Background: an optimization exercise with open tools, aiming at small area. Do not read the settings as production practice. Only simulation tests tie the RTL to the original design; equivalence was not proved. No activity file was given, so power comes from the tool's default toggle rates.

## regfile_mp
module regfile_mp #(
  parameter int DATA_W   = rf_pkg::RF_DATA_W,
  parameter int ADDR_W   = rf_pkg::RF_ADDR_W,
  parameter int N_RD     = 2,
  parameter int ZERO_REG = 1,
  parameter int BYPASS   = 1
) (
  input  logic                     clk,
  input  logic                     rst_n,
  input  logic                     RegWrite,
  input  logic [ADDR_W-1:0]        write_address,
  input  logic [DATA_W-1:0]        write_data,
  input  logic [N_RD*ADDR_W-1:0]   read_sel,
  output logic [N_RD*DATA_W-1:0]   read_data,
  input  logic                     rsv_en,
  input  logic [ADDR_W-1:0]        rsv_addr,
  output logic [N_RD-1:0]          read_pend,
  input  logic                     clr_req,
  output logic                     busy
);
==> module rf_read_port, before the edit <==
module rf_read_port #(
  parameter int DATA_W   = 32,
  parameter int ADDR_W   = 5,
  parameter int ZERO_REG = 1,
  parameter int BYPASS   = 1
) (
  input  logic [2**ADDR_W-1:0][DATA_W-1:0] regs,
  input  logic [2**ADDR_W-1:0] rd_ok,
  input  logic [2**ADDR_W-1:0] pend,
  input  logic [ADDR_W-1:0]    sel,
  input  logic                 wr_en,
  input  logic [ADDR_W-1:0]    wr_addr,
  input  logic [DATA_W-1:0]    wr_data,
  output logic [DATA_W-1:0]    rd_data,
  output logic                 rd_pend
);
  localparam int DEPTH = 2**ADDR_W;
  logic byp_hit;
  logic [DEPTH-1:0] dec, dsel;
  assign byp_hit = (BYPASS != 0) && wr_en && (wr_addr == sel) && !((ZERO_REG != 0) && (sel == '0));
  always_comb begin
    for (int i = 0; i < DEPTH; i++)
      dec[i] = (sel == ADDR_W'(i)) && !((ZERO_REG != 0) && (i == 0));
    dsel = dec & rd_ok;
  end
  always_comb begin
    rd_pend = 1'b0;
    for (int i = 0; i < DEPTH; i++)
      rd_pend = rd_pend | (dec[i] & pend[i]);
    rd_pend = rd_pend & !byp_hit;
  end
  for (genvar b = 0; b < DATA_W; b++) begin : g_bit
    logic [9:0] n;
    logic [2:0] p;
    for (genvar g = 0; g < 10; g++) begin : g_grp
      rf_aoi222 u_aoi (
        .a0(dsel[3*g+1]), .b0(regs[3*g+1][b]),
        .a1(dsel[3*g+2]), .b1(regs[3*g+2][b]),
        .a2(dsel[3*g+3]), .b2(regs[3*g+3][b]),
        .y (n[g])
      );
    end
    rf_nand4 u_or0 (.n(n[3:0]), .y(p[0]));
    rf_nand4 u_or1 (.n(n[7:4]), .y(p[1]));
    rf_tail  u_or2 (
      .n (n[9:8]),
      .a0(dsel[31]), .b0(regs[31][b]),
      .a1(byp_hit),  .b1(wr_data[b]),
      .y (p[2])
    );
    rf_or3 u_or (.p(p), .y(rd_data[b]));
  end
endmodule
==> module regfile_mp, before the edit <==
module regfile_mp #(
  parameter int DATA_W   = rf_pkg::RF_DATA_W,
  parameter int ADDR_W   = rf_pkg::RF_ADDR_W,
  parameter int N_RD     = 2,
  parameter int ZERO_REG = 1,
  parameter int BYPASS   = 1
) (
  input  logic                     clk,
  input  logic                     rst_n,
  input  logic                     RegWrite,
  input  logic [ADDR_W-1:0]        write_address,
  input  logic [DATA_W-1:0]        write_data,
  input  logic [N_RD*ADDR_W-1:0]   read_sel,
  output logic [N_RD*DATA_W-1:0]   read_data,
  input  logic                     rsv_en,
  input  logic [ADDR_W-1:0]        rsv_addr,
  output logic [N_RD-1:0]          read_pend,
  input  logic                     clr_req,
  output logic                     busy
);
  localparam int DEPTH = 2**ADDR_W;
  localparam int LO    = (ZERO_REG != 0) ? 1 : 0;
  logic [DEPTH-1:0][DATA_W-1:0] regs, regs_nxt;
  logic [DEPTH-1:0]  valid;
  logic [DEPTH-1:0]  pend;
  logic              state;
  logic [ADDR_W-1:0] cnt;
  logic              wr_en;
  logic [DEPTH-1:0]  wr_hit, wr_hold, rsv_hit, clr_hit, rd_ok;
  assign busy   = state;
  assign wr_en  = RegWrite && !busy;
  always_ff @(posedge clk or negedge rst_n) begin
    if (!rst_n) begin
      state <= 1'b0;
      cnt   <= '0;
    end else begin
      state <= busy ? (cnt != {ADDR_W{1'b1}}) : clr_req;
      cnt   <= busy ? cnt + 1'b1 : '0;
    end
  end
  always_comb begin
    for (int i = 0; i < DEPTH; i++) begin
      wr_hit[i]  = wr_en && (write_address == ADDR_W'(i)) && (i >= LO);
      wr_hold[i] = !wr_hit[i];
      rsv_hit[i] = rsv_en && !busy && (rsv_addr == ADDR_W'(i));
      clr_hit[i] = busy && (cnt == ADDR_W'(i));
      rd_ok[i]   = valid[i] && !wr_hit[i] && (i >= LO);
    end
  end
  always_ff @(posedge clk or negedge rst_n) begin
    if (!rst_n) begin
      valid <= '0;
      pend  <= '0;
    end else begin
      for (int i = LO; i < DEPTH; i++) begin
        valid[i] <= (valid[i] | wr_hit[i]) & !clr_hit[i];
        pend[i]  <= (rsv_hit[i] | (pend[i] & !wr_hit[i])) & !clr_hit[i];
      end
    end
  end
  for (genvar i = 0; i < DEPTH; i++) begin : g_row
    if (i < LO) begin : g_none
      assign regs_nxt[i] = '0;
    end else begin : g_cells
      for (genvar b = 0; b < DATA_W; b++) begin : g_bit
        rf_wcell u_w (
          .q(regs[i][b]), .hold(wr_hold[i]), .d(write_data[b]), .load(wr_hit[i]),
          .y(regs_nxt[i][b])
        );
      end
    end
  end
  always_ff @(posedge clk) begin
    for (int i = LO; i < DEPTH; i++) regs[i] <= regs_nxt[i];
  end
  for (genvar k = 0; k < N_RD; k++) begin : g_rd
    rf_read_port #(
      .DATA_W(DATA_W), .ADDR_W(ADDR_W), .ZERO_REG(ZERO_REG), .BYPASS(BYPASS)
    ) u_port (
      .regs    (regs),
      .rd_ok   (rd_ok),
      .pend    (pend),
      .sel     (read_sel[k*ADDR_W +: ADDR_W]),
      .wr_en   (wr_en),
      .wr_addr (write_address),
      .wr_data (write_data),
      .rd_data (read_data[k*DATA_W +: DATA_W]),
      .rd_pend (read_pend[k])
    );
  end
endmodule
clock: 7.0 ns
lec_check: 0
cap_margin: 5
core_margin: 2
core_utilization: 50
setup_slack_margin: 0.3
slew_margin: 5
synth_hierarchical: 1
standard.sh (not shown) runs the stock make flow with config.mk's settings and CLKGATE_MAP_FILE= SYNTH_SCRIPT=/design/flow/synth_recipe.tcl, a recipe that flattens the netlist after the stock synthesis.
==> flow/flow/run.sh <==
#!/bin/bash
# Layout flow: the standard ORFS flow (standard.sh, unchanged synthesis,
# floorplan, power grid and tap cells), with two changes:
#  - each port gets a buffer of the smallest buffer cell (buf_1) instead of
#    the delay cell the resizer picks by default;
#  - the clock tree is built without dummy loads and with larger sink
#    clusters (clkbuf_8 leaf buffers, up to 20 flops each), which keeps the
#    flop clock slews in bounds with far fewer buffers.
set -euo pipefail
export BUFFER_PORTS_ARGS="-buffer_cell sky130_fd_sc_hd__buf_1"
export CTS_ARGS="-sink_clustering_enable -repair_clock_nets -dont_use_dummy_load -sink_clustering_size 20 -sink_clustering_max_diameter 50 -buf_list sky130_fd_sc_hd__clkbuf_8"
bash standard.sh finish > standard.log 2>&1
Then changed:
--- a/flow/design.v
+++ b/flow/design.v
@@ -46,5 +46,5 @@
   input  logic [2**ADDR_W-1:0][DATA_W-1:0] regs,
   input  logic [2**ADDR_W-1:0] rd_ok,
-  input  logic [2**ADDR_W-1:0] pend,
+  input  logic [2**ADDR_W-1:0] pend_ok,
   input  logic [ADDR_W-1:0]    sel,
   input  logic                 wr_en,
@@ -66,6 +66,5 @@
     rd_pend = 1'b0;
     for (int i = 0; i < DEPTH; i++)
-      rd_pend = rd_pend | (dec[i] & pend[i]);
-    rd_pend = rd_pend & !byp_hit;
+      rd_pend = rd_pend | (dec[i] & pend_ok[i]);
   end
   for (genvar b = 0; b < DATA_W; b++) begin : g_bit
@@ -119,5 +118,5 @@
   logic [ADDR_W-1:0] cnt;
   logic              wr_en;
-  logic [DEPTH-1:0]  wr_hit, wr_hold, rsv_hit, clr_hit, rd_ok;
+  logic [DEPTH-1:0]  wr_hit, wr_hold, rsv_hit, clr_hit, rd_ok, pend_ok;
   assign busy   = state;
   assign wr_en  = RegWrite && !busy;
@@ -138,4 +137,5 @@
       clr_hit[i] = busy && (cnt == ADDR_W'(i));
       rd_ok[i]   = valid[i] && !wr_hit[i] && (i >= LO);
+      pend_ok[i] = pend[i] && !wr_hit[i] && (i >= LO);
     end
   end
@@ -172,5 +172,5 @@
       .regs    (regs),
       .rd_ok   (rd_ok),
-      .pend    (pend),
+      .pend_ok (pend_ok),
       .sel     (read_sel[k*ADDR_W +: ADDR_W]),
       .wr_en   (wr_en),
Outcome: The changed run finished with timing, DRC and antenna clean; final cell count rises slightly; power is about the same; first-iteration DRC count falls by a few percent; setup slack degrades by 0.064 ns; clock skew rises by 0.044 ns; register-to-register slack improved by 0.22 ns; combinational power rises by a few percent; count of clock-buffer cells in the layout is lower by 3; critical path depth goes down by 2; core utilization goes down by 0.42 points.

what the ideal ports hide:
In the flow no input, the clock included, has a driving cell. The finished layouts below were timed again as built, in two steps.
Step 1 (the two cells are an assumption about what drives the block):
set clk [get_ports {clk}]
set_driving_cell -lib_cell sky130_fd_sc_hd__clkbuf_16 $clk
set_driving_cell -lib_cell sky130_fd_sc_hd__buf_2 [delete_from_list [all_inputs] $clk]
Step 2 times the ports against the registers' clock, not the clock port: input delays grow and output delays shrink by t, the midpoint of the rising clock arrivals with the driver on.
a / b / c = no drivers / after step 1 / after step 2; a / b = the first two.
run	t, ns	setup WS [ns]	worst data-port slew with drivers (ns)
the first run	0.841	0.458 / 0.433 / 0.433	0.15
the second run	0.838	0.394 / 0.367 / 0.367	0.18
After both steps setup and hold are still met in every run listed. For the second run, which loses most, drivers alone change the setup slack by -0.027 ns; drivers and shift together by -0.027 ns.
